This is an optimization exercise on Yosys and OpenROAD, whose aim is small area, not a production implementation.
RTL that was checked went through simulation tests only; none was proved equivalent to the original.
For runs 3 to 5, only the layout was checked, not whether the RTL still works.
No activity file was given, so power comes from the tool's default toggle rates.

## design/flow/config.mk

```make
export PLATFORM = sky130hd
export DESIGN_NAME = reg_file
export DESIGN_NICKNAME = reg_file
export VERILOG_FILES = /design/flow/design.v
export SDC_FILE = /design/flow/constraint.sdc
export NUM_CORES = 4
export LEC_CHECK = 0
export CAP_MARGIN = 0
export CORE_MARGIN = 2
export CORE_UTILIZATION = 50
export SLEW_MARGIN = 0
export SYNTH_HIERARCHICAL = 1
export SYNTH_MINIMUM_KEEP_SIZE = 0
```

## design/flow/constraint.sdc

```tcl
create_clock -name core_clock -period 8.0 [get_ports {Clock}]
set_input_delay 1.6000 -clock core_clock [delete_from_list [all_inputs] [get_ports {Clock}]]
set_output_delay 1.6000 -clock core_clock [all_outputs]
set_load 0.01 [all_outputs]
```

## design/flow/design.v

```verilog
module reg_file #(
  parameter int XLEN = 32,
  parameter int NREG = 32
) (
  input  logic            Clock,
  input  logic            nReset,
  input  logic            Wreg,
  input  logic [4:0]      rd,
  input  logic [XLEN-1:0] Wdata,
  input  logic [4:0]      rs1,
  input  logic [4:0]      rs2,
  input  logic            use_rs1,
  input  logic            use_rs2,
  input  logic            issue_valid,
  input  logic            issue_wreg,
  input  logic [4:0]      issue_rd,
  input  logic            flush,
  output logic [XLEN-1:0] rdata1,
  output logic [XLEN-1:0] rdata2,
  output logic            stall,
  output logic            pending_any
);
  logic [XLEN-1:0] regs [1:NREG-1];
  logic [NREG-1:1] valid;
  logic [1:0]      pend [1:NREG-1];
  logic            retire;
  logic [NREG-1:1] wdec;    
  logic [NREG-1:1] keep;    
  logic [NREG-1:1] dec1;    
  logic [NREG-1:1] dec2;    
  logic [NREG-1:1] deci;    
  logic [NREG-1:1] valid_d;
  logic [NREG-1:1] sel1, sel2;
  assign retire = Wreg && (rd != 5'd0);
  always_comb begin
    for (int r = 1; r < NREG; r++) begin
      wdec[r]    = retire && (rd == 5'(r));
      keep[r]    = !wdec[r];
      dec1[r]    = (rs1 == 5'(r));
      dec2[r]    = (rs2 == 5'(r));
      deci[r]    = (issue_rd == 5'(r));
      valid_d[r] = valid[r] || wdec[r];
      sel1[r]    = dec1[r] && valid_d[r];
      sel2[r]    = dec2[r] && valid_d[r];
    end
  end
  logic [XLEN-1:0] regs_d [1:NREG-1];
  for (genvar r = 1; r < NREG; r++) begin : g_word
    for (genvar b = 0; b < XLEN; b++) begin : g_bit
      reg_file_hold u_hold (
        .w(Wdata[b]), .we(wdec[r]), .keep(keep[r]), .q(regs[r][b]), .d(regs_d[r][b]));
    end
  end
  always_ff @(posedge Clock) begin
    for (int r = 1; r < NREG; r++)
      regs[r] <= regs_d[r];
  end
  for (genvar b = 0; b < XLEN; b++) begin : g_rbit
    logic [NREG-2:0] col;
    always_comb begin
      for (int r = 1; r < NREG; r++)
        col[r-1] = regs_d[r][b];
    end
    reg_file_mux #(.N(NREG-1)) u_rd1 (.sel(sel1), .d(col), .y(rdata1[b]));
    reg_file_mux #(.N(NREG-1)) u_rd2 (.sel(sel2), .d(col), .y(rdata2[b]));
  end
  always_ff @(posedge Clock or negedge nReset) begin
    if (!nReset)
      valid <= '0;
    else
      valid <= valid_d;
  end
  logic [NREG-1:1] hz;      
  logic [NREG-1:1] full;    
  logic [NREG-1:1] up;      
  logic [NREG-1:1] down;    
  logic [1:0]      pend_d [1:NREG-1];
  logic            any1, any2, anyi;
  logic            issue_fire, same, fire_only, retire_only;
  for (genvar r = 1; r < NREG; r++) begin : g_pend
    reg_file_pend u_pend (
      .p(pend[r]), .up(up[r]), .down(down[r]), .keep(keep[r]), .flush(flush),
      .n(pend_d[r]), .hz(hz[r]), .full(full[r]));
  end
  reg_file_mux #(.N(NREG-1)) u_hz1 (.sel(dec1), .d(hz), .y(any1));
  reg_file_mux #(.N(NREG-1)) u_hz2 (.sel(dec2), .d(hz), .y(any2));
  reg_file_mux #(.N(NREG-1)) u_full (.sel(deci), .d(full), .y(anyi));
  assign stall      = issue_valid && !flush &&
                      ((use_rs1 && any1) || (use_rs2 && any2) || (issue_wreg && anyi));
  assign issue_fire = issue_valid && !stall && issue_wreg;
  assign same        = issue_fire && retire && (issue_rd == rd);
  assign fire_only   = issue_fire && !same;
  assign retire_only = retire && !same;
  always_comb begin
    for (int r = 1; r < NREG; r++) begin
      up[r]   = fire_only && deci[r];
      down[r] = retire_only && (rd == 5'(r));
    end
  end
  always_ff @(posedge Clock or negedge nReset) begin
    if (!nReset) begin
      for (int r = 1; r < NREG; r++)
        pend[r] <= 2'd0;
    end else begin
      for (int r = 1; r < NREG; r++)
        pend[r] <= pend_d[r];
    end
  end
  always_comb begin
    pending_any = 1'b0;
    for (int r = 1; r < NREG; r++)
      pending_any = pending_any | (pend[r] != 2'd0);
  end
endmodule
module reg_file_hold (
  input  logic w,
  input  logic we,
  input  logic keep,
  input  logic q,
  output logic d
);
  assign d = (w & we) | (q & keep);
endmodule
module reg_file_mux #(
  parameter int N = 32
) (
  input  logic [N-1:0] sel,
  input  logic [N-1:0] d,
  output logic         y
);
  localparam int NG = N / 3;
  localparam int NR = N % 3;
  localparam int NT = NG + (NR != 0 ? 1 : 0);
  logic [NT-1:0] g;
  for (genvar k = 0; k < NG; k++) begin : g_aoi
    reg_file_aoi222 u_aoi (.a(sel[3*k +: 3]), .b(d[3*k +: 3]), .y(g[k]));
  end
  if (NR == 2) begin : g_r2
    reg_file_aoi22 u_aoi (.a(sel[N-1 -: 2]), .b(d[N-1 -: 2]), .y(g[NG]));
  end else if (NR == 1) begin : g_r1
    reg_file_nand2 u_nand (.a(sel[N-1]), .b(d[N-1]), .y(g[NG]));
  end
  reg_file_nand #(.N(NT)) u_or (.a(g), .y(y));
endmodule
module reg_file_aoi222 (
  input  logic [2:0] a,
  input  logic [2:0] b,
  output logic       y
);
  assign y = ~|(a & b);
endmodule
module reg_file_aoi22 (
  input  logic [1:0] a,
  input  logic [1:0] b,
  output logic       y
);
  assign y = ~|(a & b);
endmodule
module reg_file_nand2 (
  input  logic a,
  input  logic b,
  output logic y
);
  assign y = ~(a & b);
endmodule
module reg_file_nand #(
  parameter int N = 11
) (
  input  logic [N-1:0] a,
  output logic         y
);
  assign y = ~&a;
endmodule
module reg_file_pend (
  input  logic [1:0] p,
  input  logic       up,
  input  logic       down,
  input  logic       keep,
  input  logic       flush,
  output logic [1:0] n,
  output logic       hz,
  output logic       full
);
  assign n[1] = !flush && (p[0] ? (p[1] || up) : (p[1] && !down));
  assign n[0] = !flush && (p[0] ? !(up || down) : (up || (down && p[1])));
  assign hz   = p[1] || (p[0] && keep);
  assign full = p[1] && p[0];
endmodule
```

## design/flow/flow/run.sh

```bash
#!/bin/bash
# Own layout flow: the standard flow (standard.sh), with two changes made
# through ORFS's own variables:
#  - ports are buffered with sky130_fd_sc_hd__buf_1 instead of the default
#    choice (a delay cell);
#  - clock tree synthesis uses clkbuf_8 with smaller sink clusters and does
#    not insert dummy loads.
# The full output of the run goes to flow_make.log in the work folder; ORFS
# writes each step's log under orfs/logs/.
set -euo pipefail
export BUFFER_PORTS_ARGS="-buffer_cell sky130_fd_sc_hd__buf_1"
export CTS_ARGS="-sink_clustering_enable -repair_clock_nets -dont_use_dummy_load -buf_list sky130_fd_sc_hd__clkbuf_8 -sink_clustering_size 14 -sink_clustering_max_diameter 50"
bash standard.sh finish > flow_make.log 2>&1
```

## design/flow/standard.sh

```bash
#!/bin/bash
# synth_recipe.tcl (not shown) runs the flow's synth.tcl, then flattens the netlist and writes it again
# the make line also repeats each setting of config.mk as NAME=value (left out here)
make -C /OpenROAD-flow-scripts/flow DESIGN_CONFIG=/design/flow/config.mk WORK_HOME=/design/flow/orfs CLKGATE_MAP_FILE= SYNTH_SCRIPT=/design/flow/synth_recipe.tcl "${@:-finish}"
```

==> results of run 1 <==
state kept, by name, summed over array words and instances (netlist names):
name	flops
valid	31
regs	992
pend	62
worst max-delay path: cells and delay by family:
family | cells | cell delay (ns)
AOI/OAI and AO/OA | 1 | 0.40
buffers and inverters | 5 | 1.94
and+or+nand+nor | 7 | 2.11
modules after synthesis, one instance, submodules excluded, excerpt:
module	cells	area, µm²
reg_file	1571	24400
reg_file_pend	10	55.1
reg_file_aoi222	1	10.0
reg_file_hold	1	8.76
reg_file_nand2	1	3.75
per-stage QoR:
step / setup slack (ns) / utilization / hold WS [ns] / total power (µW)
after floorplan: 0.796 / - / 0.424 / 8200
after global placement: 0.897 / 0.541 / 0.452 / 8840
after detailed placement: 0.766 / 0.541 / 0.465 / 8980
after CTS: 0.753 / 0.560 / 0.481 / 12000
after global routing: 0.317 / 0.560 / 0.500 / 12500
final: 0.271 / 0.560 / 0.481 / 12200
final cells by class:
type | instances | area (µm²)
Tap cell | 1155 | 1450
Antenna cell | 5 | 12.5
Clock buffer | 116 | 1600
Inverter | 93 | 349
Sequential cell | 1085 | 22200
Timing Repair Buffer | 288 | 1700
Multi-Input combinational cell | 2653 | 21000
Fill cell | 7223 | 38000
cells in the mapped netlist (36+ instances only):
cell	n	share of area
nand2_1	139	0.012
dfrtp_1	93	0.054
nor4_1	46	0.0066
dfxtp_1	992	0.46
a222oi_1	671	0.15
a22o_1	992	0.20
nand3_1	103	0.012
nand4_1	138	0.020
inv_1	71	0.0061
nor3_1	64	0.0074
a21oi_1	63	0.0073
nor2_1	198	0.017
clkbuf_1	36	0.0031
or3_1	70	0.010
layer usage:
| metal | GRT usage | vias to the layer above | share of wire |
|---|---|---|---|
| li1 | - | 17800 | - |
| met2 | 0.680 | 4563 | 0.41 |
| met3 | 0.165 | 1210 | 0.15 |
| met4 | 0.355 | 13 | 0.090 |
| met1 | 0.583 | 21900 | 0.35 |
| met5 | 0.0116 | - | 0.00061 |
kinds of logic (layout without fill, tap and decap cells):
logic type,Yosys count,in the layout,share of synthesized area
xor+xnor,5,5,0.00101
compound gates,1821,1821,0.378
simple gates,827,827,0.0967
buf+inv,140,497,0.0124
flops,1085,1085,0.512
other cells,0,5,0
worst max path at each step:
stage	start	to	slack (ns)	cells after the start
floorplan	rd[3]	rdata1[0]	0.80	9
global placement	rd[2]	rdata2[20]	0.90	13
detailed placement	rd[1]	rdata1[15]	0.77	13
CTS	rd[1]	rdata1[26]	0.75	13
global route	rd[1]	rdata2[15]	0.32	13
finish	rd[1]	rdata2[15]	0.27	13
power by group through the flow:
stage               Clock (µW)  Sequential, µW  Combinational, µW
detailed placement           0            6790               2190
finish                    3170            6680               2310
global route              3350            6760               2410
floorplan                    0            6710               1490
global placement             0            6770               2060
CTS                       3140            6670               2210
==> flow_summary.json, run 1 <==
{
  "drt_wl_total_um": 221000,
  "finalNetCount": 4297,
  "viasPerCell": 8.43,
  "overflow": 0,
  "rsz0062_at_grt": "no",
  "clock_latency_ns": 0.81,
  "hp-class": "flop to flop",
  "max_slew.worst_pin.slew_ns": 1.12,
  "reg2regPathDepth": 12,
  "gp_congestion": 0.975,
  "syn_area_um2": 43400,
  "async_reset_ff_frac": 0.0857,
  "hold_depth": 2,
  "hold_path.startpoint": "valid[10]",
  "ys_types": 34,
  "drc_errors": 0,
  "cts.sink_count": 1085,
  "final_cell_mix": "a22o_1, dfxtp_1, a222oi_1",
  "syn-instance-count": 3878,
  "grtUsageTotal": 0.473,
  "power_per_cell_area_nw_per_um2": 252,
  "grt_pass1_wl_um": 312000,
  "rrSetupSlack_ns": 3.81,
  "p_seq_frac": 0.549,
  "rows": 108,
  "ys.warnings.count": 13,
  "vias": 45500,
  "finalSetupViolCount": 0,
  "place_hpwl_um": 125000,
  "numCtsBuffers": 116,
  "cts_hold_buffers": 0,
  "status": "timing/DRC/antenna clean",
  "fmax_mhz": 129,
  "maxCapViolations": 0,
  "fin_crit_ns": 7.73,
  "hold_end": "valid[10]",
  "relSlewSlack": 0.256,
  "htree_levels": 3,
  "clk_pin_slew_ns": 0.05,
  "drt_pass1_iterations": 14,
  "finalMaxSlewViolations": 0,
  "end_kind": "output pin",
  "ys_seq_elements": 1085,
  "antenna_found_initial": 14,
  "start_kind": "input port",
  "grt_max_degree": 72,
  "layout.cells.non_filler": 5395,
  "first_iter_violations": 9963,
  "cpPeakStageDelay_ns": 0.66,
  "fin_crit_sh": 0.966,
  "cts_resized": 0,
  "p_clk_frac": 0.261,
  "required_ns": 6.40,
  "fin_skew_ns": 0.0788,
  "reg2reg_from": "pend[1][0]",
  "first_global_vias": 44500,
  "cts_root_buf": "clkbuf_8",
  "hold_viol_final": 0,
  "path_cells": "buf_1 > nand2b_1 > nor2_1 > nand2_2 > buf_4 > inv_2 > nor2_1 > nor3_2 > buf_4 > a222oi_1 > nand4_1 > or3_1 > buf_1",
  "p_leak_uw": 0.0194,
  "slowest_stage": "nand4_1",
  "finalSetupTns_ns": 0,
  "dieArea_um2": 89100,
  "p_sw_uw": 3570,
  "dp.cells": 5274,
  "drive_gt1_frac": 0.111,
  "routedWlPerCell_um": 40.9,
  "dieHeight_um": 298,
  "die_w_um": 298,
  "ios": 126,
  "crit_arrival_ns": 6.13,
  "avgSynthCellArea_um2": 11.2,
  "ys.flop_type": "dfxtp_1",
  "ys_seq_area_frac": 0.512,
  "p_int_uw": 8590,
  "post_cts_buffers": 0,
  "syn-num-nets": 3938,
  "synth-edff-count": 0,
  "coreArea_um2": 86300,
  "cp_max_fo": 35,
  "cts_buffer_depth": 3,
  "synthToLayoutAreaGrowth_pct": 11.5,
  "final_cell_area_um2": 48300,
  "port-buffer-count": 125,
  "ir_worst_vdd_uv": 146,
  "antenna_left": 0,
  "path_class": "input port to output pin",
  "power.share.switching": 0.294,
  "combPwrFrac": 0.190,
  "tritoncts": "built",
  "start_util": 0.502,
  "r2r-end": "pend[27][0]",
  "placed_cell_area_um2": 46700
}
==> inputs of run 2 (changes only) <==
--- a/design/flow/config.mk
+++ b/design/flow/config.mk
@@ -7,6 +7,6 @@
 export LEC_CHECK = 0
-export CAP_MARGIN = 0
+export CAP_MARGIN = 10
 export CORE_MARGIN = 2
 export CORE_UTILIZATION = 50
-export SLEW_MARGIN = 0
+export SLEW_MARGIN = 10
 export SYNTH_HIERARCHICAL = 1
==> run 2 against run 1 <==
Net effect:
- still clean on timing, DRC and antenna
- worst hold slack unchanged
- setup slack unchanged
- clock power about the same
- critical path depth unchanged
- non-clock buffer count unchanged
- critical path type unchanged
==> flow_summary.json, run 2 <==
{
  "status": "timing/DRC/antenna clean",
  "clk_pin_slew_ns": 0.05,
  "overflow": 0,
  "use_met1": 0.583,
  "grt_util_met3": 0.165,
  "top_regs": "regs x992, pend x62, valid x31",
  "first_global_vias": 44500,
  "p_int_uw": 8590,
  "finalSetupViolCount": 0,
  "p_leak_uw": 0.0194,
  "dieHeight_um": 298,
  "fin_crit_sh": 0.966,
  "finalNetCount": 4297,
  "finalMaxSlewViolations": 0,
  "power_per_cell_area_nw_per_um2": 252,
  "setup_slack_ns": 0.271,
  "cts_buffer_depth": 3,
  "ys.warnings.count": 13,
  "hp-class": "flop to flop",
  "avgSynthCellArea_um2": 11.2,
  "synth_area_leaders": "dfxtp_1, a22o_1, a222oi_1",
  "fmax_mhz": 129,
  "cts_hold_buffers": 0,
  "antenna_left": 0,
  "layout.cells.non_filler": 5395,
  "syn-num-nets": 3938,
  "syn_area_um2": 43400,
  "fillers": 7223,
  "rows": 108,
  "synth_area_leader_cell": "dfxtp_1",
  "async_reset_ff_frac": 0.0857,
  "ys_seq_elements": 1085,
  "hold_viol_final": 0,
  "gp_congestion": 0.975,
  "die_w_um": 298,
  "netlist.area_leader.share": 0.458,
  "ys_seq_area_frac": 0.512,
  "ys.flop_type": "dfxtp_1",
  "cp_max_fo": 35,
  "antenna_found_initial": 14,
  "drt_wl_total_um": 221000,
  "combPwrFrac": 0.190,
  "final_cell_mix": "a22o_1, dfxtp_1, a222oi_1",
  "ys_types": 34,
  "power_uw": 12200,
  "drt_pass1_iterations": 14,
  "p_seq_frac": 0.549,
  "viasPerCell": 8.43,
  "p_sw_uw": 3570,
  "met2_usage": 0.680,
  "crit_arrival_ns": 6.13,
  "post_cts_buffers": 0,
  "synthToLayoutAreaGrowth_pct": 11.5,
  "routedWlPerCell_um": 40.9,
  "top_register": "regs",
  "place_ws_ns": 0.766,
  "required_ns": 6.40,
  "rsz0062_at_grt": "no",
  "final_cell_area_um2": 48300,
  "largest_register_ffs": 992,
  "numCtsBuffers": 116,
  "grtUsageTotal": 0.473,
  "grt_busiest_layer": "met2",
  "clock_latency_ns": 0.81,
  "power.share.switching": 0.294,
  "maxCapViolations": 0,
  "fin_crit_ns": 7.73,
  "ir_worst_vdd_uv": 146,
  "tritoncts": "built",
  "cts_resized": 0,
  "dieArea_um2": 89100,
  "vias": 45500,
  "end_kind": "output pin",
  "first_iter_violations": 9963,
  "ios": 126,
  "drc_errors": 0,
  "synth-edff-count": 0,
  "cts_root_buf": "clkbuf_8",
  "p_clk_frac": 0.261,
  "start_kind": "input port",
  "fin_skew_ns": 0.0788,
  "start_util": 0.502,
  "max_slew.worst_pin.slew_ns": 1.12,
  "finalSetupTns_ns": 0,
  "path_class": "input port to output pin",
  "place_hpwl_um": 125000,
  "placed_cell_area_um2": 46700,
  "cts.sink_count": 1085,
  "relSlewSlack": 0.256,
  "drive_gt1_frac": 0.111,
  "syn-instance-count": 3878,
  "coreArea_um2": 86300,
  "htree_levels": 3,
  "port-buffer-count": 125,
  "ys_top_cells_by_count": "a22o_1, dfxtp_1, a222oi_1",
  "grt_pass1_wl_um": 312000,
  "grt_max_degree": 72,
  "dp.cells": 5274
}
## run 2: power by group through the flow
stage	Clock [µW]	Combinational (µW)	Sequential, µW
final	3170	2310	6680
after global routing	3350	2410	6760
after CTS	3140	2210	6670
after detailed placement	0	2190	6790
after global placement	0	2060	6770
after floorplan	0	1490	6710
## run 2: cells by family (layout without fill, tap and decap cells)
family | after synthesis | count (layout) | synth area share
xor gates and xnor gates | 5 | 5 | 0.00101
and+or+nand+nor | 827 | 827 | 0.0967
AOI/OAI and AO/OA | 1821 | 1821 | 0.378
DFF | 1085 | 1085 | 0.512
other | 0 | 5 | 0
buffers and inverters | 140 | 497 | 0.0124
## run 2: cell type report
cell class	count	area, µm²	share of cell area
multi-input combinational	2653	21000	0.435
timing repair buffer	288	1700	0.0352
sequential	1085	22200	0.459
clock buffer	116	1600	0.0330
antenna	5	12.5	0.000259
tap	1155	1450	0.0299
inverter	93	349	0.00722
## run 2: worst max-delay path, cell delays in order
cell,delay [ns]
buf_1,0.28
nand2b_1,0.19
nor2_1,0.12
nand2_2,0.09
buf_4,0.55
inv_2,0.60
nor2_1,0.39
nor3_2,0.07
buf_4,0.37
a222oi_1,0.40
nand4_1,0.66
or3_1,0.59
buf_1,0.14
## run 2: per-layer routing
layer  wire, µm  part of all wire
met4      19800             0.090
met1      77100              0.35
met5        134           0.00061
met3      33500              0.15
met2      90300              0.41
## run 2: through the flow
stage | utilization | hold slack [ns]
5_1_grt | 0.560 | 0.500
3_3_place_gp | 0.541 | 0.452
2_1_floorplan | - | 0.424
3_5_place_dp | 0.541 | 0.465
4_1_cts | 0.560 | 0.481
6_report | 0.560 | 0.481
## run 2: path summary, 6_finish.rpt
| kind | from | endpoint | slack, ns | cells after the start |
|---|---|---|---|---|
| setup reg to reg | pend[1][0] | pend[27][0] | 3.81 | 12 |
| hold / removal | valid[10] | valid[10] | 0.48 | 2 |
| setup / recovery | rd[1] | rdata2[15] | 0.27 | 13 |
| max in group asynchronous | nReset | valid[4] | 5.89 | 2 |
| min in group asynchronous | nReset | pend[7][1] | 0.93 | 1 |
| hold reg to reg | valid[10] | valid[10] | 0.48 | 2 |
## run 2: per-module statistics from Yosys (local to each module, per instance), excerpt
| module | flip-flops and latches | times used |
|---|---|---|
| reg_file | 1085 | 1 |
| reg_file_pend | 0 | 31 |
| reg_file_aoi222 | 0 | 670 |
| reg_file_hold | 0 | 992 |
| reg_file_nand2 | 0 | 67 |
==> inputs of run 3 (changes only) <==
--- a/design/flow/design.v
+++ b/design/flow/design.v
@@ -73,3 +73,4 @@
   logic [NREG-1:1] hz;      
-  logic [NREG-1:1] full;    
+  logic [NREG-1:1] deci_p1;   
+  logic [NREG-1:1] pend_p0;   
   logic [NREG-1:1] up;      
@@ -82,3 +83,5 @@
       .p(pend[r]), .up(up[r]), .down(down[r]), .keep(keep[r]), .flush(flush),
-      .n(pend_d[r]), .hz(hz[r]), .full(full[r]));
+      .n(pend_d[r]), .hz(hz[r]));
+    assign deci_p1[r] = deci[r] && pend[r][1];
+    assign pend_p0[r] = pend[r][0];
   end
@@ -86,3 +89,3 @@
   reg_file_mux #(.N(NREG-1)) u_hz2 (.sel(dec2), .d(hz), .y(any2));
-  reg_file_mux #(.N(NREG-1)) u_full (.sel(deci), .d(full), .y(anyi));
+  reg_file_mux #(.N(NREG-1)) u_full (.sel(deci_p1), .d(pend_p0), .y(anyi));
   assign stall      = issue_valid && !flush &&
@@ -180,4 +183,3 @@
   output logic [1:0] n,
-  output logic       hz,
-  output logic       full
+  output logic       hz
 );
@@ -186,3 +188,2 @@
   assign hz   = p[1] || (p[0] && keep);
-  assign full = p[1] && p[0];
 endmodule
==> design/flow/flow/run.sh (replaced) <==
#!/bin/bash
# Own layout flow: the standard flow (standard.sh), with two changes made
# through ORFS's own variables:
#  - ports are buffered with sky130_fd_sc_hd__buf_1 instead of the default
#    choice (a delay cell);
#  - clock tree synthesis uses clkbuf_4 with small sink clusters and does not
#    insert dummy loads.
# The full output of the run goes to flow_make.log in the work folder; ORFS
# writes each step's log under orfs/logs/.
set -euo pipefail
export BUFFER_PORTS_ARGS="-buffer_cell sky130_fd_sc_hd__buf_1"
export CTS_ARGS="-sink_clustering_enable -repair_clock_nets -dont_use_dummy_load -buf_list sky130_fd_sc_hd__clkbuf_4 -sink_clustering_size 8 -sink_clustering_max_diameter 40"
bash standard.sh finish > flow_make.log 2>&1
--- a/design/flow/config.mk
+++ b/design/flow/config.mk
@@ -7,6 +7,7 @@
 export LEC_CHECK = 0
-export CAP_MARGIN = 10
+export CAP_MARGIN = 0
 export CORE_MARGIN = 2
 export CORE_UTILIZATION = 50
-export SLEW_MARGIN = 10
+export PLACE_DENSITY = 0.75
+export SLEW_MARGIN = 0
 export SYNTH_HIERARCHICAL = 1
==> run 3 against run 2 <==
Net effect:
- critical path depth fell by 2
- first-iteration DRC count rose by 13%
- non-clock buffer count rose by 22
- combinational power barely moved
- synthesized cell count rose by 0.70%
- global-route usage fell by 6.8 points
- critical endpoint is now rdata2[16]
- utilization fell by 0.16 points
- cell count rose by 1.3%
- worst hold slack improved by 0.0060 ns
- still clean
==> flow_summary.json, run 3 <==
{
  "async_reset_ff_frac": 0.0857,
  "ys_types": 46,
  "path_class": "input port to output pin",
  "antenna_found_initial": 10,
  "viasPerCell": 8.21,
  "hp-class": "input port to asynchronous set/reset pin",
  "numCtsBuffers": 163,
  "synth-edff-count": 0,
  "fin_util": 0.558,
  "ys_top_cells_by_count": "a22o_1, dfxtp_1, a222oi_1",
  "hold_viol_final": 0,
  "setup_slack_ns": 0.866,
  "port-buffer-count": 125,
  "syn-instance-count": 3905,
  "top_register": "regs",
  "ys_seq_elements": 1085,
  "ys_seq_area_frac": 0.507,
  "ys.flop_type": "dfxtp_1",
  "fin_crit_ns": 7.13,
  "ir_worst_vdd_uv": 140,
  "drc_errors": 0,
  "drt_wl_total_um": 192000,
  "rsz0062_at_grt": "no",
  "crit_arrival_ns": 5.53,
  "start_kind": "input port",
  "finalNetCount": 4367,
  "cts_buffer_depth": 3,
  "clock_latency_ns": 1.06,
  "fin_skew_ns": 0.0607,
  "p_leak_uw": 0.0195,
  "finalSetupViolCount": 0,
  "routedWlPerCell_um": 35.2,
  "rows": 108,
  "grtUsageTotal": 0.405,
  "first_global_vias": 41800,
  "r2r-end": "pend[31][0]",
  "antenna_left": 0,
  "layout.cells.non_filler": 5464,
  "grt_max_degree": 96,
  "path_cells": "buf_1 > nor4b_2 > nand2_2 > buf_4 > inv_1 > buf_4 > a22o_1 > a222oi_1 > nand4_1 > or3_1 > buf_1",
  "synth_area_leader_cell": "dfxtp_1",
  "netlist.area_leader.share": 0.454,
  "overflow": 0,
  "syn_area_um2": 43800,
  "largest_register_ffs": 992,
  "critPathBufInv": 5,
  "rrSetupSlack_ns": 4.34,
  "gp_congestion": 1.03,
  "finalMaxSlewViolations": 0,
  "synthToLayoutAreaGrowth_pct": 10.6,
  "final_cell_mix": "a22o_1, dfxtp_1, a222oi_1",
  "status": "timing/DRC/antenna clean",
  "cp_top_family": "buffers and inverters",
  "max_slew.worst_pin.slew_ns": 1.34,
  "fmax_mhz": 140,
  "required_ns": 6.40,
  "dieArea_um2": 90000,
  "drt_pass1_iterations": 14,
  "clk_pin_slew_ns": 0.09,
  "relSlewSlack": 0.105,
  "finalSetupTns_ns": 0,
  "cts.sink_count": 1085,
  "drive_gt1_frac": 0.114,
  "slowest_stage": "or3_1",
  "whs_ns": 0.487,
  "cts_hold_buffers": 0,
  "grt_pass1_wl_um": 276000,
  "fin_crit_sh": 0.892,
  "place_ws_ns": 1.27,
  "post_cts_buffers": 0,
  "maxCapViolations": 0,
  "cpPeakStageDelay_ns": 0.59,
  "coreArea_um2": 86800,
  "reg2reg_from": "pend[16][0]",
  "start_util": 0.505,
  "synth_area_leaders": "dfxtp_1, a22o_1, a222oi_1",
  "first_iter_violations": 11300,
  "place_hpwl_um": 111000,
  "die_w_um": 300,
  "vias": 44900,
  "cts_resized": 0,
  "ys.warnings.count": 13,
  "cp_max_fo": 34,
  "dieHeight_um": 300,
  "end_kind": "output pin",
  "reg2regPathDepth": 11,
  "htree_levels": 4,
  "power_per_cell_area_nw_per_um2": 243,
  "tritoncts": "built",
  "top_regs": "regs x992, pend x62, valid x31",
  "syn-num-nets": 3965,
  "ios": 126,
  "dp.cells": 5297,
  "cts_root_buf": "clkbuf_4",
  "avgSynthCellArea_um2": 11.2
}
[run 3: stage by stage]
step	cell area [µm²]	total power (µW)
after floorplan	43800	8230
after global placement	47200	8880
after detailed placement	47200	8960
after CTS	48400	11600
after global routing	48400	12200
final	48400	11800
[run 3: layer usage]
layer / GRT usage / vias to the layer above / routed length (µm)
met1: 0.527 / 20900 / 67900
met5: 0 / - / 91
li1: - / 18200 / -
met4: 0.285 / 12 / 15800
met2: 0.547 / 4819 / 74800
met3: 0.155 / 1039 / 33700
[run 3: power by group]
| group | internal, µW | total (µW) | switching [µW] |
|---|---|---|---|
| combinational | 913 | 2310 | 1400 |
| sequential | 6410 | 6660 | 259 |
| clock | 932 | 2790 | 1860 |
| total | 8250 | 11800 | 3520 |
[run 3: final cells by class]
type / instances / area, µm²
inverter: 93 / 349
sequential: 1085 / 22200
timing repair buffer: 310 / 1860
tap: 1155 / 1450
fill: 7425 / 38300
multi-input combinational: 2654 / 21300
clock buffer: 163 / 1220
antenna: 4 / 10.0
[run 3: cell families after synthesis]
family,share of synthesized area
buffers and inverters,0.0150
XOR/XNOR,0.00140
AO/OA/AOI/OAI,0.390
AND/OR/NAND/NOR,0.0868
flip-flops,0.507
[run 3: how the worst max path moves through the flow]
stage                 end  cells past startpoint   from
6_report       rdata2[16]                     11  rd[3]
5_1_grt        rdata2[16]                     11  rd[3]
4_1_cts             stall                     11   Wreg
3_5_place_dp        stall                     11   Wreg
3_3_place_gp        stall                     11  rd[1]
2_1_floorplan       stall                     11  rd[1]
[run 3: worst register-to-register path, cell delays in order, from the launching register on]
cell       delay [ns]
dfrtp_1          0.52
a21o_2           0.25
a222oi_1         0.39
nand4_1          0.20
or3_1            0.43
a222oi_1         0.46
nor2_2           0.08
buf_4            0.31
a2111oi_1        0.54
nor2_1           0.08
nand3_1          0.12
o31ai_1          0.07
[run 3: modules after synthesis, one instance, submodules excluded, excerpt]
module | cell area [µm²] | copies in the design | flip-flops and latches | cells inside
reg_file_nand2 | 3.75 | 67 | 0 | 1
reg_file_aoi222 | 10.0 | 670 | 0 | 1
reg_file_pend | 47.5 | 31 | 0 | 9
reg_file | 25100 | 1 | 1085 | 1629
reg_file_hold | 8.76 | 992 | 0 | 1
==> inputs of run 4 (changes only) <==
--- a/design/flow/design.v
+++ b/design/flow/design.v
@@ -32,14 +32,34 @@
   logic [NREG-1:1] valid_d;
-  logic [NREG-1:1] sel1, sel2;
+  logic [NREG-1:1] wdec_n;
+  logic [NREG-1:1] sel1, sel2, sel1_n, sel2_n;
+  logic [3:0] w_hi, s1_hi, s2_hi;
+  logic [7:0] w_lo, s1_lo, s2_lo;
   assign retire = Wreg && (rd != 5'd0);
   always_comb begin
+    for (int k = 0; k < 4; k++) begin
+      w_hi[k]  = Wreg && (rd[4:3] == 2'(k));
+      s1_hi[k] = (rs1[4:3] == 2'(k));
+      s2_hi[k] = (rs2[4:3] == 2'(k));
+    end
+    for (int j = 0; j < 8; j++) begin
+      w_lo[j]  = (rd[2:0] == 3'(j));
+      s1_lo[j] = (rs1[2:0] == 3'(j));
+      s2_lo[j] = (rs2[2:0] == 3'(j));
+    end
+  end
+  for (genvar r = 1; r < NREG; r++) begin : g_dec
+    reg_file_nand2 u_keep (.a(w_hi[r / 8]), .b(w_lo[r % 8]), .y(keep[r]));
+    reg_file_nand2 u_wen  (.a(w_hi[r / 8]), .b(w_lo[r % 8]), .y(wdec_n[r]));
+    reg_file_inv   u_we   (.a(wdec_n[r]), .y(wdec[r]));
+    reg_file_nand3 u_sel1 (.a(s1_hi[r / 8]), .b(s1_lo[r % 8]), .c(valid_d[r]), .y(sel1_n[r]));
+    reg_file_nand3 u_sel2 (.a(s2_hi[r / 8]), .b(s2_lo[r % 8]), .c(valid_d[r]), .y(sel2_n[r]));
+    reg_file_inv   u_s1   (.a(sel1_n[r]), .y(sel1[r]));
+    reg_file_inv   u_s2   (.a(sel2_n[r]), .y(sel2[r]));
+  end
+  always_comb begin
     for (int r = 1; r < NREG; r++) begin
-      wdec[r]    = retire && (rd == 5'(r));
-      keep[r]    = !wdec[r];
-      dec1[r]    = (rs1 == 5'(r));
-      dec2[r]    = (rs2 == 5'(r));
+      dec1[r]    = s1_hi[r / 8] && s1_lo[r % 8];
+      dec2[r]    = s2_hi[r / 8] && s2_lo[r % 8];
       deci[r]    = (issue_rd == 5'(r));
-      valid_d[r] = valid[r] || wdec[r];
-      sel1[r]    = dec1[r] && valid_d[r];
-      sel2[r]    = dec2[r] && valid_d[r];
+      valid_d[r] = valid[r] || (w_hi[r / 8] && w_lo[r % 8]);
     end
@@ -168,2 +188,16 @@
 endmodule
+module reg_file_nand3 (
+  input  logic a,
+  input  logic b,
+  input  logic c,
+  output logic y
+);
+  assign y = ~(a & b & c);
+endmodule
+module reg_file_inv (
+  input  logic a,
+  output logic y
+);
+  assign y = ~a;
+endmodule
 module reg_file_nand #(
==> design/flow/flow/run.sh (replaced) <==
#!/bin/bash
# Own layout flow: the standard flow (standard.sh), with changes made
# through ORFS's own variables and step hooks:
#  - ports are buffered with sky130_fd_sc_hd__buf_1 instead of the default
#    choice (a delay cell);
#  - timing-driven global placement keeps none of its trial buffering
#    (GPL_KEEP_OVERFLOW=0), so buffers come only from repair_design;
#  - before repair_design, flow/size.tcl gives high-fanout nets stronger
#    drivers of the same function instead of extra buffers;
#  - clock tree synthesis uses clkbuf_4 with small sink clusters and does not
#    insert dummy loads.
# The full output of the run goes to flow_make.log in the work folder; ORFS
# writes each step's log under orfs/logs/.
set -euo pipefail
here=$(pwd)
export BUFFER_PORTS_ARGS="-buffer_cell sky130_fd_sc_hd__buf_1"
export GPL_KEEP_OVERFLOW=0
export PRE_RESIZE_TCL="$here/flow/size.tcl"
export CTS_ARGS="-sink_clustering_enable -repair_clock_nets -dont_use_dummy_load -buf_list sky130_fd_sc_hd__clkbuf_4 -sink_clustering_size 8 -sink_clustering_max_diameter 40"
bash standard.sh finish > flow_make.log 2>&1
==> design/flow/flow/size.tcl (new file) <==
# Before repair_design: give each high-fanout net a driver of a larger drive
# strength of the same function, in place of the buffers repair_design would
# otherwise add on it. Only inverters, NAND2/NAND3 and port input buffers are
# resized; the netlist's function is unchanged.
set sz_db [ord::get_db]
set sz_count 0
foreach sz_net [[ord::get_db_block] getNets] {
  if {[$sz_net getSigType] ne "SIGNAL"} { continue }
  set sz_drv ""
  set sz_fo 0
  foreach sz_it [$sz_net getITerms] {
    if {[$sz_it isOutputSignal]} { set sz_drv $sz_it } elseif {[$sz_it isInputSignal]} { incr sz_fo }
  }
  if {$sz_drv eq "" || $sz_fo < 12} { continue }
  set sz_inst [$sz_drv getInst]
  set sz_m [[$sz_inst getMaster] getName]
  set sz_new ""
  if {[regexp {^sky130_fd_sc_hd__inv_[12]$} $sz_m]} {
    set sz_new [expr {$sz_fo >= 24 ? "sky130_fd_sc_hd__inv_4" : "sky130_fd_sc_hd__inv_2"}]
  } elseif {[regexp {^sky130_fd_sc_hd__(nand2|nand3|nor2|buf)_1$} $sz_m -> sz_f]} {
    set sz_new [expr {$sz_f eq "buf" ? "sky130_fd_sc_hd__buf_4" : "sky130_fd_sc_hd__${sz_f}_2"}]
  }
  if {$sz_new ne "" && $sz_new ne $sz_m} {
    replace_cell [$sz_inst getName] $sz_new
    incr sz_count
  }
}
puts "size.tcl: resized $sz_count drivers of high-fanout nets"
--- a/design/flow/config.mk
+++ b/design/flow/config.mk
@@ -10,3 +10,2 @@
 export CORE_UTILIZATION = 50
-export PLACE_DENSITY = 0.75
 export SLEW_MARGIN = 0
==> run 4 against run 3 <==
Net effect:
- still clean
- non-clock buffer count decreased by 171
- cell count decreased by 0.88%
- setup slack got worse by 0.43 ns
- area after synthesis increased by 0.11%
- wire length increased by 10%
- clock-buffer cell count increased by 8
- power increased by 0.31%
- synthesized cell count increased by 1.4%
- combinational power decreased by 2%
- sequential share of layout area increased by 0.65 points
- via count decreased by 2.2%
- largest power group unchanged
==> flow_summary.json, run 4 <==
{
  "finalSetupViolCount": 0,
  "required_ns": 6.40,
  "rsz0062_at_grt": "no",
  "relSlewSlack": 0.330,
  "fin_skew_ns": 0.0672,
  "netlist.area_leader.share": 0.453,
  "synth_area_leader_cell": "dfxtp_1",
  "cts.sink_count": 1085,
  "ir_worst_vdd_uv": 150,
  "place_ws_ns": -0.203,
  "viasPerCell": 8.10,
  "hold_viol_final": 0,
  "async_reset_ff_frac": 0.0857,
  "place_hpwl_um": 114000,
  "dieArea_um2": 90000,
  "clock_latency_ns": 1.08,
  "synth_top_family_by_area": "compound AO/OA/AOI/OAI gates",
  "tritoncts": "built",
  "max_slew.worst_pin.slew_ns": 1.01,
  "synth-edff-count": 0,
  "coreArea_um2": 86800,
  "syn-instance-count": 3960,
  "first_iter_violations": 11100,
  "hp-class": "input port to asynchronous set/reset pin",
  "top_regs": "regs x992, pend x62, valid x31",
  "final_cell_area_um2": 47700,
  "placed_cell_area_um2": 46100,
  "clk_pin_slew_ns": 0.09,
  "die_w_um": 300,
  "largest_register_ffs": 992,
  "path_class": "input port to output pin",
  "start_util": 0.505,
  "synth-xor-area-share": 0.00160,
  "grt_max_degree": 97,
  "top_register": "regs",
  "p_clk_frac": 0.246,
  "overflow": 0,
  "final_cell_mix": "a22o_1, dfxtp_1, a222oi_1",
  "rows": 108,
  "finalNetCount": 4313,
  "combPwrFrac": 0.191,
  "synth_area_leaders": "dfxtp_1, a22o_1, a222oi_1",
  "fmax_mhz": 132,
  "cts_root_buf": "clkbuf_4",
  "antenna_left": 0,
  "port-buffer-count": 125,
  "finalMaxSlewViolations": 0,
  "drt_pass1_iterations": 13,
  "p_seq_frac": 0.563,
  "p_leak_uw": 0.0197,
  "syn-num-nets": 4020,
  "vias": 43900,
  "start_kind": "input port",
  "p_sw_uw": 3520,
  "synthAdderAreaFrac": 0,
  "grt_pass1_wl_um": 295000,
  "setup_slack_ns": 0.436,
  "ios": 126,
  "antenna_found_initial": 12,
  "grtUsageTotal": 0.447,
  "fin_crit_ns": 7.56,
  "drive_gt1_frac": 0.0967,
  "power_per_cell_area_nw_per_um2": 247,
  "ys.flop_type": "dfxtp_1",
  "fin_util": 0.550,
  "dieHeight_um": 300,
  "numCtsBuffers": 171,
  "synth_compound_area_frac": 0.378,
  "ys_top_cells_by_count": "a22o_1, dfxtp_1, a222oi_1",
  "drt_wl_total_um": 211000,
  "drc_errors": 0,
  "p_int_uw": 8280,
  "yosys.area_share.simple": 0.0978,
  "ys_types": 44,
  "htree_levels": 4,
  "ys_seq_area_frac": 0.506,
  "ys_seq_elements": 1085,
  "maxCapViolations": 0,
  "crit_arrival_ns": 5.96,
  "synthMuxAreaShare": 0,
  "ys.warnings.count": 13,
  "gp_congestion": 0.994,
  "cts_buffer_depth": 3,
  "cts_hold_buffers": 0,
  "syn_area_um2": 43800,
  "end_kind": "output pin",
  "power.share.switching": 0.298,
  "routedWlPerCell_um": 39.0,
  "first_global_vias": 40900,
  "synthToLayoutAreaGrowth_pct": 8.93,
  "fin_crit_sh": 0.946,
  "avgSynthCellArea_um2": 11.1,
  "status": "timing/DRC/antenna clean",
  "cp_max_fo": 33
}
run 4: changes by cell type after synthesis, sizes merged, moves of 41 or more:
cell / previous run / this run
nand2: 154 / 212
nor3: 63 / 20
inv: 93 / 154
nand3: 115 / 174
clkbuf: 52 / 11
nor2: 109 / 154
run 4: power groups by stage:
stage	Sequential, µW	Clock, µW	Combinational [µW]
floorplan	6710	0	1490
global placement	6760	0	2080
detailed placement	6760	0	2120
CTS	6630	2910	2150
global route	6730	3120	2360
finish	6650	2900	2260
run 4: final timing paths:
kind,from,depth (start not counted),to,slack [ns]
min in group core_clock,valid[19],1,valid[19],0.49
max in group asynchronous,nReset,2,pend[29][0],6.95
min reg2reg,valid[19],1,valid[19],0.49
max reg2reg,pend[1][0],13,pend[17][0],3.84
max,rd[3],14,stall,0.44
min,nReset,1,pend[28][0],0.28
run 4: kinds of logic (layout without fill, tap and decap cells):
family / count (synthesis) / count (layout)
buffers and inverters: 178 / 468
AOI/OAI and AO/OA: 1836 / 1836
and+or+nand+nor: 856 / 857
xor gates and xnor gates: 5 / 5
other: 0 / 10
DFF: 1085 / 1085
run 4: critical path, cell delays in order:
cell	delay, ns
buf_1	0.46
nand2_1	0.10
or2_2	0.39
clkinvlp_4	0.51
nand2_4	0.52
a21o_2	0.38
a222oi_1	0.32
nand4_1	0.15
or3_1	0.42
a222oi_1	0.36
buf_4	0.20
nor2_1	0.15
and2_1	0.28
buf_1	0.12
run 4: metal layers:
| layer | global-route usage | share of wire |
|---|---|---|
| met1 | 0.573 | 0.37 |
| met2 | 0.628 | 0.41 |
| met3 | 0.152 | 0.15 |
| met4 | 0.316 | 0.075 |
| met5 | 0.00317 | 0.00047 |
run 4: per-stage QoR:
stage	total power, µW	instances	hold WS, ns	TNS (ns)
floorplan	8200	3960	0.443	0
CTS	11700	5392	0.483	0
global placement	8840	5219	0.455	-210.54
finish	11800	5416	0.284	0
detailed placement	8890	5221	0.466	-0.502
global route	12200	5413	0.250	0
run 4: final cells by class:
| type | count | area, µm² |
|---|---|---|
| Timing Repair Buffer | 139 | 769 |
| Antenna cell | 10 | 25.0 |
| Sequential cell | 1085 | 22200 |
| Clock buffer | 171 | 1280 |
| Multi-Input combinational cell | 2698 | 21200 |
| Timing Repair inverter | 1 | 5.00 |
| Inverter | 157 | 833 |
| Fill cell | 7548 | 39000 |
| Tap cell | 1155 | 1450 |
run 4: what timing repair did:
| item | CTS | global route |
|---|---|---|
| gates resized for setup | 28 | 7 |
| gates cloned | 0 | 2 |
| setup endpoints to repair | 1 | 1 |
| pin swaps | 0 | 2 |
| buffers inserted | 0 | 10 |
run 4: Yosys stat by module (local to each module, per instance), excerpt:
| module | times used | cell area (µm²) | cells inside | flops+latches |
|---|---|---|---|---|
| reg_file_pend | 31 | 47.5 | 9 | 0 |
| reg_file_nand2 | 129 | 3.75 | 1 | 0 |
| reg_file_nand3 | 62 | 5.00 | 1 | 0 |
| reg_file_aoi222 | 670 | 10.0 | 1 | 0 |
| reg_file | 1 | 24200 | 1467 | 1085 |
| reg_file_inv | 93 | 3.75 | 1 | 0 |
| reg_file_hold | 992 | 8.76 | 1 | 0 |
==> inputs of run 5 (changes only) <==
--- a/design/flow/flow/size.tcl
+++ b/design/flow/flow/size.tcl
@@ -18,3 +18,3 @@
   if {[regexp {^sky130_fd_sc_hd__inv_[12]$} $sz_m]} {
-    set sz_new [expr {$sz_fo >= 24 ? "sky130_fd_sc_hd__inv_4" : "sky130_fd_sc_hd__inv_2"}]
+    set sz_new "sky130_fd_sc_hd__inv_2"
   } elseif {[regexp {^sky130_fd_sc_hd__(nand2|nand3|nor2|buf)_1$} $sz_m -> sz_f]} {
==> run 5 against run 4 <==
Net effect:
- sequential cell count is the same
- clock-buffer cell count is the same
- sequential share of layout area grew 0.24 points
- register-to-register slack gained 0.02 ns
- setup slack lost 0.039 ns
- sequential power is essentially flat
- wire length grew 0.16%
- global-route usage grew 0.14 points
- critical path depth is the same
- clock skew grew 0.037 ns
- critical path type unchanged
- critical endpoint unchanged
- largest cell class unchanged
- largest power group unchanged
==> flow_summary.json, run 5 <==
{
  "status": "timing/DRC/antenna clean",
  "fin_skew_ns": 0.104,
  "maxCapViolations": 0,
  "cts.sink_count": 1085,
  "start_util": 0.505,
  "syn_area_um2": 43800,
  "synthToLayoutAreaGrowth_pct": 8.36,
  "antenna_found_initial": 11,
  "dieArea_um2": 90000,
  "ys.warnings.count": 13,
  "syn-instance-count": 3960,
  "whs_ns": 0.378,
  "fin_crit_ns": 7.60,
  "reg2regPathDepth": 12,
  "first_global_vias": 41100,
  "power_per_cell_area_nw_per_um2": 249,
  "setup_slack_ns": 0.397,
  "drive_gt1_frac": 0.0967,
  "hold_viol_final": 0,
  "tritoncts": "built",
  "path_class": "input port to output pin",
  "synth-edff-count": 0,
  "dp.cells": 5221,
  "relSlewSlack": 0.144,
  "end_kind": "output pin",
  "place_ws_ns": -0.235,
  "rows": 108,
  "port-buffer-count": 125,
  "cpPeakStageDelay_ns": 0.55,
  "cp_max_fo": 33,
  "fin_crit_sh": 0.950,
  "power_uw": 11800,
  "ys_seq_area_frac": 0.506,
  "ir_worst_vdd_uv": 159,
  "slowest_stage": "nand2_4",
  "clock_latency_ns": 1.15,
  "drt_wl_total_um": 212000,
  "finalSetupViolCount": 0,
  "max_slew.worst_pin.slew_ns": 1.28,
  "startpoint": "rd[3]",
  "die_w_um": 300,
  "cts_hold_buffers": 0,
  "synth_area_leaders": "dfxtp_1, a22o_1, a222oi_1",
  "finalNetCount": 4313,
  "rrSetupSlack_ns": 3.86,
  "ios": 126,
  "async_reset_ff_frac": 0.0857,
  "synth_area_leader_cell": "dfxtp_1",
  "drt_pass1_iterations": 11,
  "grt_pass1_wl_um": 296000,
  "ys_top_cells_by_count": "a22o_1, dfxtp_1, a222oi_1",
  "fin_util": 0.547,
  "fmax_mhz": 132,
  "netlist.area_leader.share": 0.453,
  "largest_register_ffs": 992,
  "start_kind": "input port",
  "overflow": 0,
  "rsz0062_at_grt": "no",
  "cts_buffer_depth": 3,
  "routedWlPerCell_um": 39.1,
  "first_iter_violations": 11100,
  "top_regs": "regs x992, pend x62, valid x31",
  "antenna_left": 0,
  "numCtsBuffers": 171,
  "path_cells": "buf_1 > nand2_1 > or2_2 > clkinvlp_4 > nand2_4 > a21o_2 > a222oi_1 > nand4_1 > or3_1 > a222oi_1 > buf_4 > nor2_1 > and2_1 > buf_1",
  "dieHeight_um": 300,
  "r2r-end": "pend[17][0]",
  "avgSynthCellArea_um2": 11.1,
  "top_register": "regs",
  "drc_errors": 0,
  "htree_levels": 4,
  "cts_root_buf": "clkbuf_4",
  "ys.flop_type": "dfxtp_1",
  "p_leak_uw": 0.0197,
  "final_cell_mix": "a22o_1, dfxtp_1, a222oi_1",
  "grtUsageTotal": 0.448,
  "vias": 43800,
  "viasPerCell": 8.09,
  "gp_congestion": 0.994,
  "ys_seq_elements": 1085,
  "clk_pin_slew_ns": 0.10,
  "layout.cells.non_filler": 5413,
  "grt_max_degree": 97,
  "syn-num-nets": 4020,
  "hp-class": "input port to asynchronous set/reset pin",
  "place_hpwl_um": 114000,
  "coreArea_um2": 86800,
  "required_ns": 6.40,
  "ys_types": 44,
  "finalMaxSlewViolations": 0,
  "reg2reg_from": "pend[1][0]",
  "crit_arrival_ns": 6.00
}
==> run 5: cell families (layout without fill, tap and decap cells) <==
family,after synthesis,in the layout,synth area share
XOR/XNOR,5,5,0.00160
buffers and inverters,178,468,0.0164
AND/OR/NAND/NOR,856,857,0.0978
other,0,7,0
flip-flops,1085,1085,0.506
AO/OA/AOI/OAI,1836,1836,0.378
==> run 5: timing repair <==
| item | in CTS | in global routing |
|---|---|---|
| gates cloned | 0 | 2 |
| buffers inserted | 0 | 10 |
| hold endpoints to repair | 0 | 0 |
| gates resized for setup | 26 | 8 |
| pin swaps | 0 | 2 |
| endpoints found under the setup margin | 1 | 1 |
==> run 5: worst max path at each step <==
stage	endpoint	slack, ns	cells past startpoint
floorplan	stall	1.19	10
global placement	pend[17][0]	-2.37	13
detailed placement	stall	-0.24	11
CTS	stall	0.004	13
global route	stall	0.37	14
finish	stall	0.40	14
==> run 5: Yosys stat by module, one instance, submodules excluded, excerpt <==
module           flip-flops and latches  copies in the design
reg_file_nand3                        0                    62
reg_file                           1085                     1
reg_file_aoi222                       0                   670
reg_file_inv                          0                    93
reg_file_nand2                        0                   129
reg_file_pend                         0                    31
reg_file_hold                         0                   992
==> run 5: area by class of cell <==
type	count	area, µm²
diodes	7	17.5
clock buffers	171	1280
fillers	7681	39300
inverters	157	601
multi-input cells	2698	21200
flip-flops and latches	1085	22200
well taps	1155	1450
repair buffers	139	766
repair inverters	1	5.00
==> run 5: critical path, delay by kind of cell <==
kind	cells	cell delay [ns]
buf+inv	4	1.26
compound gates	3	1.06
simple gates	7	2.04
==> run 5: through the flow <==
| step | area, µm² | TNS, ns |
|---|---|---|
| 6_report | 47500 | 0 |
| 5_1_grt | 47500 | 0 |
| 4_1_cts | 47300 | 0 |
| 3_5_place_dp | 45900 | -1.04 |
| 3_3_place_gp | 45600 | -210.54 |
| 2_1_floorplan | 43800 | 0 |
==> run 5: report_power, final <==
part	switching [µW]	leakage (µW)	internal [µW]	total, µW
logic	1350	0.00947	901	2250
clock network	1930	0.000787	976	2910
registers	244	0.00948	6400	6650
total	3530	0.0197	8280	11800
==> run 5: metal layers <==
layer / part of all wire / vias to the layer above / track usage
met5: 0.00081 / - / 0.00317
met4: 0.079 / 16 / 0.323
met3: 0.15 / 900 / 0.147
met2: 0.40 / 4064 / 0.629
met1: 0.37 / 20800 / 0.576
li1: - / 18000 / -
==> inputs of run 6 (changes only) <==
--- a/design/flow/design.v
+++ b/design/flow/design.v
@@ -33,2 +33,3 @@
   logic [NREG-1:1] wdec_n;
+  logic [NREG-1:1] keep_l;    
   logic [NREG-1:1] sel1, sel2, sel1_n, sel2_n;
@@ -64,2 +65,3 @@
       valid_d[r] = valid[r] || (w_hi[r / 8] && w_lo[r % 8]);
+      keep_l[r]  = !(w_hi[r / 8] && w_lo[r % 8]);
     end
@@ -102,3 +104,3 @@
     reg_file_pend u_pend (
-      .p(pend[r]), .up(up[r]), .down(down[r]), .keep(keep[r]), .flush(flush),
+      .p(pend[r]), .up(up[r]), .down(down[r]), .keep(keep_l[r]), .flush(flush),
       .n(pend_d[r]), .hz(hz[r]));
--- a/design/flow/flow/size.tcl
+++ b/design/flow/flow/size.tcl
@@ -1,6 +1,5 @@
-# Before repair_design: give each high-fanout net a driver of a larger drive
-# strength of the same function, in place of the buffers repair_design would
-# otherwise add on it. Only inverters, NAND2/NAND3 and port input buffers are
-# resized; the netlist's function is unchanged.
-set sz_db [ord::get_db]
+# Run before repair_design: give each high-fanout net a driver of a larger
+# drive strength of the same function, in place of the buffers repair_design
+# would otherwise add on it. Only inverters, NAND2/NAND3/NOR2 gates and port
+# input buffers are resized; the netlist's function is unchanged.
 set sz_count 0
@@ -18,5 +17,5 @@
   if {[regexp {^sky130_fd_sc_hd__inv_[12]$} $sz_m]} {
-    set sz_new "sky130_fd_sc_hd__inv_2"
+    set sz_new [expr {$sz_fo >= 24 ? "sky130_fd_sc_hd__inv_4" : "sky130_fd_sc_hd__inv_2"}]
   } elseif {[regexp {^sky130_fd_sc_hd__(nand2|nand3|nor2|buf)_1$} $sz_m -> sz_f]} {
-    set sz_new [expr {$sz_f eq "buf" ? "sky130_fd_sc_hd__buf_4" : "sky130_fd_sc_hd__${sz_f}_2"}]
+    set sz_new "sky130_fd_sc_hd__${sz_f}_2"
   }
--- a/design/flow/config.mk
+++ b/design/flow/config.mk
@@ -7,6 +7,6 @@
 export LEC_CHECK = 0
-export CAP_MARGIN = 0
+export CAP_MARGIN = 20
 export CORE_MARGIN = 2
 export CORE_UTILIZATION = 50
-export SLEW_MARGIN = 0
+export SLEW_MARGIN = 20
 export SYNTH_HIERARCHICAL = 1
==> run 6 against run 5 <==
Net effect:
- largest power group unchanged
- highest routed layer unchanged
- clock power about the same
- area after synthesis is 0.11% lower
- first-iteration DRC count decreased by 2.3%
- setup slack improved by 0.29 ns
- non-clock buffer count down 7
- sequential share of layout area is 0.074 points higher
- still clean on timing, DRC and antenna
- clock-buffer cell count did not move
- combinational power barely moved
==> flow_summary.json, run 6 <==
{
  "cts_hold_buffers": 0,
  "async_reset_ff_frac": 0.0857,
  "required_ns": 6.40,
  "top_register": "regs",
  "ys.flop_type": "dfxtp_1",
  "antenna_left": 0,
  "final_cell_area_um2": 47400,
  "worstSetupPathDepth": 12,
  "drc_errors": 0,
  "grt_pass1_wl_um": 291000,
  "fin_crit_sh": 0.914,
  "finalMaxSlewViolations": 0,
  "cpPeakStageDelay_ns": 0.70,
  "vias": 43700,
  "ir_worst_vdd_uv": 154,
  "first_iter_violations": 10800,
  "startpoint": "rd[4]",
  "netlist.area_leader.share": 0.454,
  "met2_usage": 0.634,
  "layout.cells.non_filler": 5416,
  "path_class": "input port to output pin",
  "rsz0062_at_grt": "no",
  "power_per_cell_area_nw_per_um2": 249,
  "routedWlPerCell_um": 38.6,
  "max_slew.worst_pin.slew_ns": 1.25,
  "reg2reg_from": "pend[1][0]",
  "drt_wl_total_um": 209000,
  "critical_path.endpoint": "stall",
  "grt_busiest_layer": "met2",
  "cts.sink_count": 1085,
  "path_cells": "buf_1 > nand2_1 > nor2_4 > nand2_1 > a21o_2 > a222oi_1 > nand4_1 > or3_1 > a222oi_1 > nor2_1 > and2_1 > buf_1",
  "use_met1": 0.574,
  "fmax_mhz": 137,
  "cp_top_family": "simple AND/OR/NAND/NOR gates",
  "start_kind": "input port",
  "maxCapViolations": 0,
  "fin_crit_ns": 7.31,
  "htree_levels": 4,
  "synthToLayoutAreaGrowth_pct": 8.31,
  "dieArea_um2": 89900,
  "p_leak_uw": 0.0193,
  "gp_congestion": 0.992,
  "ios": 126,
  "end_kind": "output pin",
  "numCtsBuffers": 171,
  "top_regs": "regs x992, pend x62, valid x31",
  "first_global_vias": 40700,
  "grt_max_degree": 76,
  "drive_gt1_frac": 0.0921,
  "grt_util_met3": 0.143,
  "die_w_um": 300,
  "hp-class": "input port to asynchronous set/reset pin",
  "cts_buffer_depth": 3,
  "dp.cells": 5230,
  "syn_area_um2": 43800,
  "post_cts_buffers": 0,
  "slowest_stage": "a222oi_1",
  "cts_resized": 0,
  "clk_pin_slew_ns": 0.09,
  "reg2regPathDepth": 12,
  "relSlewSlack": 0.163,
  "ys_types": 41,
  "critPathBufInv": 2,
  "whs_ns": 0.326,
  "rrSetupSlack_ns": 3.75,
  "ys_seq_elements": 1085,
  "viasPerCell": 8.08,
  "r2r-end": "pend[20][1]",
  "fin_skew_ns": 0.0626,
  "overflow": 0,
  "final_cell_mix": "a22o_1, dfxtp_1, a222oi_1",
  "tritoncts": "built",
  "coreArea_um2": 86800,
  "ys_seq_area_frac": 0.507,
  "ys_top_cells_by_count": "a22o_1, dfxtp_1, a222oi_1",
  "synth-edff-count": 0,
  "grtUsageTotal": 0.443,
  "clock_latency_ns": 1.16,
  "port-buffer-count": 125,
  "hold_viol_final": 0,
  "drt_pass1_iterations": 14,
  "syn-instance-count": 3969,
  "antenna_found_initial": 11,
  "start_util": 0.505,
  "fin_util": 0.547,
  "dieHeight_um": 300,
  "synth_area_leaders": "dfxtp_1, a22o_1, a222oi_1",
  "placed_cell_area_um2": 46100,
  "rows": 108,
  "finalNetCount": 4309,
  "crit_arrival_ns": 5.71,
  "finalSetupViolCount": 0,
  "ys.warnings.count": 13,
  "syn-num-nets": 4029,
  "cts_root_buf": "clkbuf_4",
  "largest_register_ffs": 992,
  "cp_max_fo": 24,
  "avgSynthCellArea_um2": 11.0,
  "status": "timing/DRC/antenna clean",
  "synth_area_leader_cell": "dfxtp_1",
  "place_hpwl_um": 113000
}
-- run 6: cell count changes after synthesis, sizes merged, moves of 4 or more --
cell,before,now
inv,154,150
a21o,44,32
nand2,212,224
nand2b,23,35
nor3,20,8
nor2,154,169
-- run 6: cells by family after synthesis --
| logic type | Yosys count | share of synthesized area |
|---|---|---|
| compound gates | 1824 | 0.376 |
| flops | 1085 | 0.507 |
| buf+inv | 175 | 0.0160 |
| simple gates | 880 | 0.0999 |
| xor+xnor | 5 | 0.00100 |
-- run 6: how the worst min path moves through the flow --
stage,endpoint,from,cells after the start
3_5_place_dp,valid[30],valid[30],1
6_report,valid[26],nReset,1
5_1_grt,valid[26],nReset,1
4_1_cts,valid[26],nReset,1
3_3_place_gp,valid[19],valid[19],1
2_1_floorplan,valid[10],valid[10],1
-- run 6: metal layers --
metal  share of wire  vias up
li1                -    18000
met1            0.37    20900
met2            0.41     3973
met3            0.14      841
met4           0.071       12
met5         0.00050        -
-- run 6: power by group --
part           total (µW)  switching, µW  internal, µW  leakage, µW
combinational        2240           1350           893      0.00902
clock                2900           1930           976     0.000787
sequential           6650            244          6400      0.00948
total               11800           3520          8270       0.0193
-- run 6: cell type report --
class                           instances  area [µm²]
Antenna cell                           14        35.0
Timing Repair Buffer                  132         642
Multi-Input combinational cell       2709       21000
Inverter                              150         796
Tap cell                             1155        1450
Sequential cell                      1085       22200
Fill cell                            7583       39300
Clock buffer                          171        1280
-- run 6: per-stage QoR --
stage	setup TNS [ns]	power (µW)	worst slack [ns]
2_1_floorplan	0	8200	1.79
3_3_place_gp	-59.37	8830	-0.932
3_5_place_dp	0	8890	0.405
4_1_cts	0	11700	0.402
5_1_grt	0	12200	0.520
6_report	0	11800	0.690
-- run 6: modules after synthesis (local to each module, per instance), a selection --
module	area (µm²)	cells
reg_file_inv	3.75	1
reg_file_nand3	5.00	1
reg_file	24200	1476
reg_file_aoi222	10.0	1
reg_file_hold	8.76	1
reg_file_nand2	3.75	1
reg_file_pend	47.5	9
==> inputs of run 7 (changes only) <==
--- a/design/flow/flow/run.sh
+++ b/design/flow/flow/run.sh
@@ -18,3 +18,3 @@
 export PRE_RESIZE_TCL="$here/flow/size.tcl"
-export CTS_ARGS="-sink_clustering_enable -repair_clock_nets -dont_use_dummy_load -buf_list sky130_fd_sc_hd__clkbuf_4 -sink_clustering_size 8 -sink_clustering_max_diameter 40"
+export CTS_ARGS="-sink_clustering_enable -repair_clock_nets -dont_use_dummy_load -buf_list sky130_fd_sc_hd__clkbuf_4 -sink_clustering_size 8 -sink_clustering_max_diameter 50"
 bash standard.sh finish > flow_make.log 2>&1
--- a/design/flow/flow/size.tcl
+++ b/design/flow/flow/size.tcl
@@ -17,3 +17,3 @@
   if {[regexp {^sky130_fd_sc_hd__inv_[12]$} $sz_m]} {
-    set sz_new [expr {$sz_fo >= 24 ? "sky130_fd_sc_hd__inv_4" : "sky130_fd_sc_hd__inv_2"}]
+    set sz_new "sky130_fd_sc_hd__inv_2"
   } elseif {[regexp {^sky130_fd_sc_hd__(nand2|nand3|nor2|buf)_1$} $sz_m -> sz_f]} {
==> run 7 against run 6 <==
Net effect:
- still clean on timing, DRC and antenna
- sequential share of layout area is 0.31 points higher
- utilization decreased by 0.35 points
- sequential power about the same
- via count shrank 0.31%
- critical path depth unchanged
- worst hold slack gained 0.096 ns
- cell count fell by 0.31%
- synthesized cell count is the same
- maximum frequency fell by 0.70%
- critical path type unchanged
==> flow_summary.json, run 7 <==
{
  "reg2regPathDepth": 12,
  "hp-class": "input port to asynchronous set/reset pin",
  "post_cts_buffers": 0,
  "dp.cells": 5230,
  "path_cells": "buf_1 > nor3b_2 > buf_4 > nand2_1 > a21o_2 > a222oi_1 > nand4_1 > or3_1 > a222oi_1 > nor2_1 > and2_1 > buf_1",
  "rows": 108,
  "whs_ns": 0.422,
  "cp_max_fo": 9,
  "drive_gt1_frac": 0.0899,
  "finalSetupTns_ns": 0,
  "top_regs": "regs x992, pend x62, valid x31",
  "port-buffer-count": 125,
  "setup_slack_ns": 0.639,
  "grt_pass1_wl_um": 292000,
  "synth_area_leader_cell": "dfxtp_1",
  "drt_pass1_iterations": 13,
  "rsz0062_at_grt": "no",
  "top_register": "regs",
  "ios": 126,
  "max_slew.worst_pin.slew_ns": 1.29,
  "final_cell_mix": "a22o_1, dfxtp_1, a222oi_1",
  "grtUsageTotal": 0.445,
  "finalMaxSlewViolations": 0,
  "hold_viol_final": 0,
  "htree_levels": 4,
  "r2r-end": "pend[20][1]",
  "first_iter_violations": 11300,
  "syn-num-nets": 4029,
  "reg2reg_from": "pend[1][0]",
  "overflow": 0,
  "cpPeakStageDelay_ns": 0.77,
  "clock_latency_ns": 1.10,
  "cts_resized": 0,
  "ys.warnings.count": 13,
  "drc_errors": 0,
  "synth-edff-count": 0,
  "fin_crit_ns": 7.36,
  "routedWlPerCell_um": 38.9,
  "antenna_found_initial": 11,
  "first_global_vias": 40600,
  "netlist.area_leader.share": 0.454,
  "ys_seq_elements": 1085,
  "path_class": "input port to output pin",
  "synth_area_leaders": "dfxtp_1, a22o_1, a222oi_1",
  "synthToLayoutAreaGrowth_pct": 7.61,
  "cts.sink_count": 1085,
  "coreArea_um2": 86800,
  "fin_crit_sh": 0.920,
  "syn_area_um2": 43800,
  "drt_wl_total_um": 210000,
  "dieHeight_um": 300,
  "power_per_cell_area_nw_per_um2": 248,
  "avgSynthCellArea_um2": 11.0,
  "required_ns": 6.40,
  "cts_root_buf": "clkbuf_4",
  "finalNetCount": 4299,
  "relSlewSlack": 0.140,
  "start_kind": "input port",
  "status": "timing/DRC/antenna clean",
  "cts_buffer_depth": 3,
  "grt_max_degree": 76,
  "slowest_stage": "a222oi_1",
  "tritoncts": "built",
  "numCtsBuffers": 160,
  "viasPerCell": 8.08,
  "dieArea_um2": 89900,
  "final_cell_area_um2": 47100,
  "vias": 43600,
  "finalSetupViolCount": 0,
  "fin_skew_ns": 0.111,
  "syn-instance-count": 3969,
  "ys_types": 41,
  "clk_pin_slew_ns": 0.09,
  "place_ws_ns": 0.424,
  "place_hpwl_um": 113000,
  "gp_congestion": 0.992,
  "ir_worst_vdd_uv": 141,
  "fmax_mhz": 136,
  "ys.flop_type": "dfxtp_1",
  "critical_path.endpoint": "stall",
  "placed_cell_area_um2": 45800,
  "p_leak_uw": 0.0193,
  "start_util": 0.505,
  "ys_top_cells_by_count": "a22o_1, dfxtp_1, a222oi_1",
  "end_kind": "output pin",
  "die_w_um": 300,
  "async_reset_ff_frac": 0.0857,
  "crit_arrival_ns": 5.76,
  "rrSetupSlack_ns": 3.74,
  "cts_hold_buffers": 0,
  "layout.cells.non_filler": 5399,
  "startpoint": "rd[2]",
  "maxCapViolations": 0,
  "largest_register_ffs": 992,
  "antenna_left": 0,
  "ys_seq_area_frac": 0.507
}
[run 7: how the worst min path moves through the flow]
stage / from / endpoint / slack [ns] / cells past startpoint
after floorplan: valid[10] / valid[10] / 0.45 / 1
after global placement: valid[19] / valid[19] / 0.47 / 1
after detailed placement: valid[4] / valid[4] / 0.48 / 1
after CTS: nReset / pend[14][0] / 0.33 / 1
after global routing: nReset / valid[31] / 0.38 / 1
final: nReset / pend[15][0] / 0.42 / 1
[run 7: through the flow]
step	total power, µW	util
2_1_floorplan	8200	-
3_3_place_gp	8830	0.525
3_5_place_dp	8880	0.528
4_1_cts	11600	0.542
5_1_grt	12100	0.543
6_report	11700	0.543
[run 7: final cells by class]
cell class                      count  area (µm²)
Clock buffer                      160        1200
Inverter                          150         563
Fill cell                        7695       39600
Sequential cell                  1085       22200
Tap cell                         1155        1450
Timing Repair Buffer              133         662
Antenna cell                        7        17.5
Multi-Input combinational cell   2709       21000
[run 7: critical path: cells and delay by family]
| kind | cells | cell delay (ns) |
|---|---|---|
| and+or+nand+nor | 6 | 1.93 |
| AOI/OAI and AO/OA | 3 | 1.40 |
| buffers and inverters | 3 | 0.82 |
[run 7: power breakdown]
group / total (µW) / internal, µW / leakage, µW / switching, µW
Clock: 2810 / 916 / 0.000736 / 1900
Combinational: 2240 / 892 / 0.00909 / 1350
Sequential: 6650 / 6400 / 0.00948 / 243
Total: 11700 / 8210 / 0.0193 / 3490
[run 7: layer usage]
layer / GRT usage / routed length, µm / up-vias
li1: - / - / 17900
met1: 0.574 / 76900 / 20800
met2: 0.635 / 86300 / 4035
met3: 0.146 / 31200 / 850
met4: 0.296 / 15200 / 16
met5: 0.0111 / 223 / -
[run 7: kinds of logic after synthesis]
kind of cell,count (synthesis),share of synthesized area
AOI/OAI and AO/OA,1824,0.376
DFF,1085,0.507
and+or+nand+nor,880,0.0999
buffers and inverters,175,0.0160
xor gates and xnor gates,5,0.00100
[run 7: Yosys stat by module, one instance, submodules excluded, a selection]
module,cell area (µm²),cells,times used
reg_file_nand3,5.00,1,62
reg_file_aoi222,10.0,1,670
reg_file_nand2,3.75,1,129
reg_file_pend,47.5,9,31
reg_file_hold,8.76,1,992
reg_file_inv,3.75,1,93
reg_file,24200,1476,1

==> port drivers added, routing unchanged <==
Ports are ideal in the flow. The routed layouts listed here were re-timed in OpenROAD.
Step 1 sets driving cells, clkbuf_16 on the clock port and buf_2 on the other inputs (assumed; they add their load-dependent delay and slew).
Step 2, shift: input delay + t, output delay - t, t = (earliest + latest rising clock arrival at the registers) / 2. This alone moves slack from input paths to output paths.
Three values: ideal ports, drivers, drivers and shift; two values: the first two.
run	t (ns)	setup WS [ns]	hold WS [ns]
run 1	0.850	0.271 / 0.247 / 0.247	0.481 / 0.481 / 0.481
run 2	0.850	0.271 / 0.247 / 0.247	0.481 / 0.481 / 0.481
run 3	1.139	0.866 / 0.839 / 0.839	0.487 / 0.447 / 0.487
run 4	1.166	0.436 / 0.412 / 0.412	0.284 / 0.257 / 0.485
run 5	1.175	0.397 / 0.375 / 0.375	0.378 / 0.339 / 0.484
run 6	1.227	0.690 / 0.620 / 0.620	0.326 / 0.297 / 0.490
run 7	1.134	0.639 / 0.567 / 0.567	0.422 / 0.392 / 0.494
After both steps every run listed still meets setup and hold. The setup slack of run 7, which loses most, moves by -0.072 ns with the drivers and by -0.072 ns with both steps.
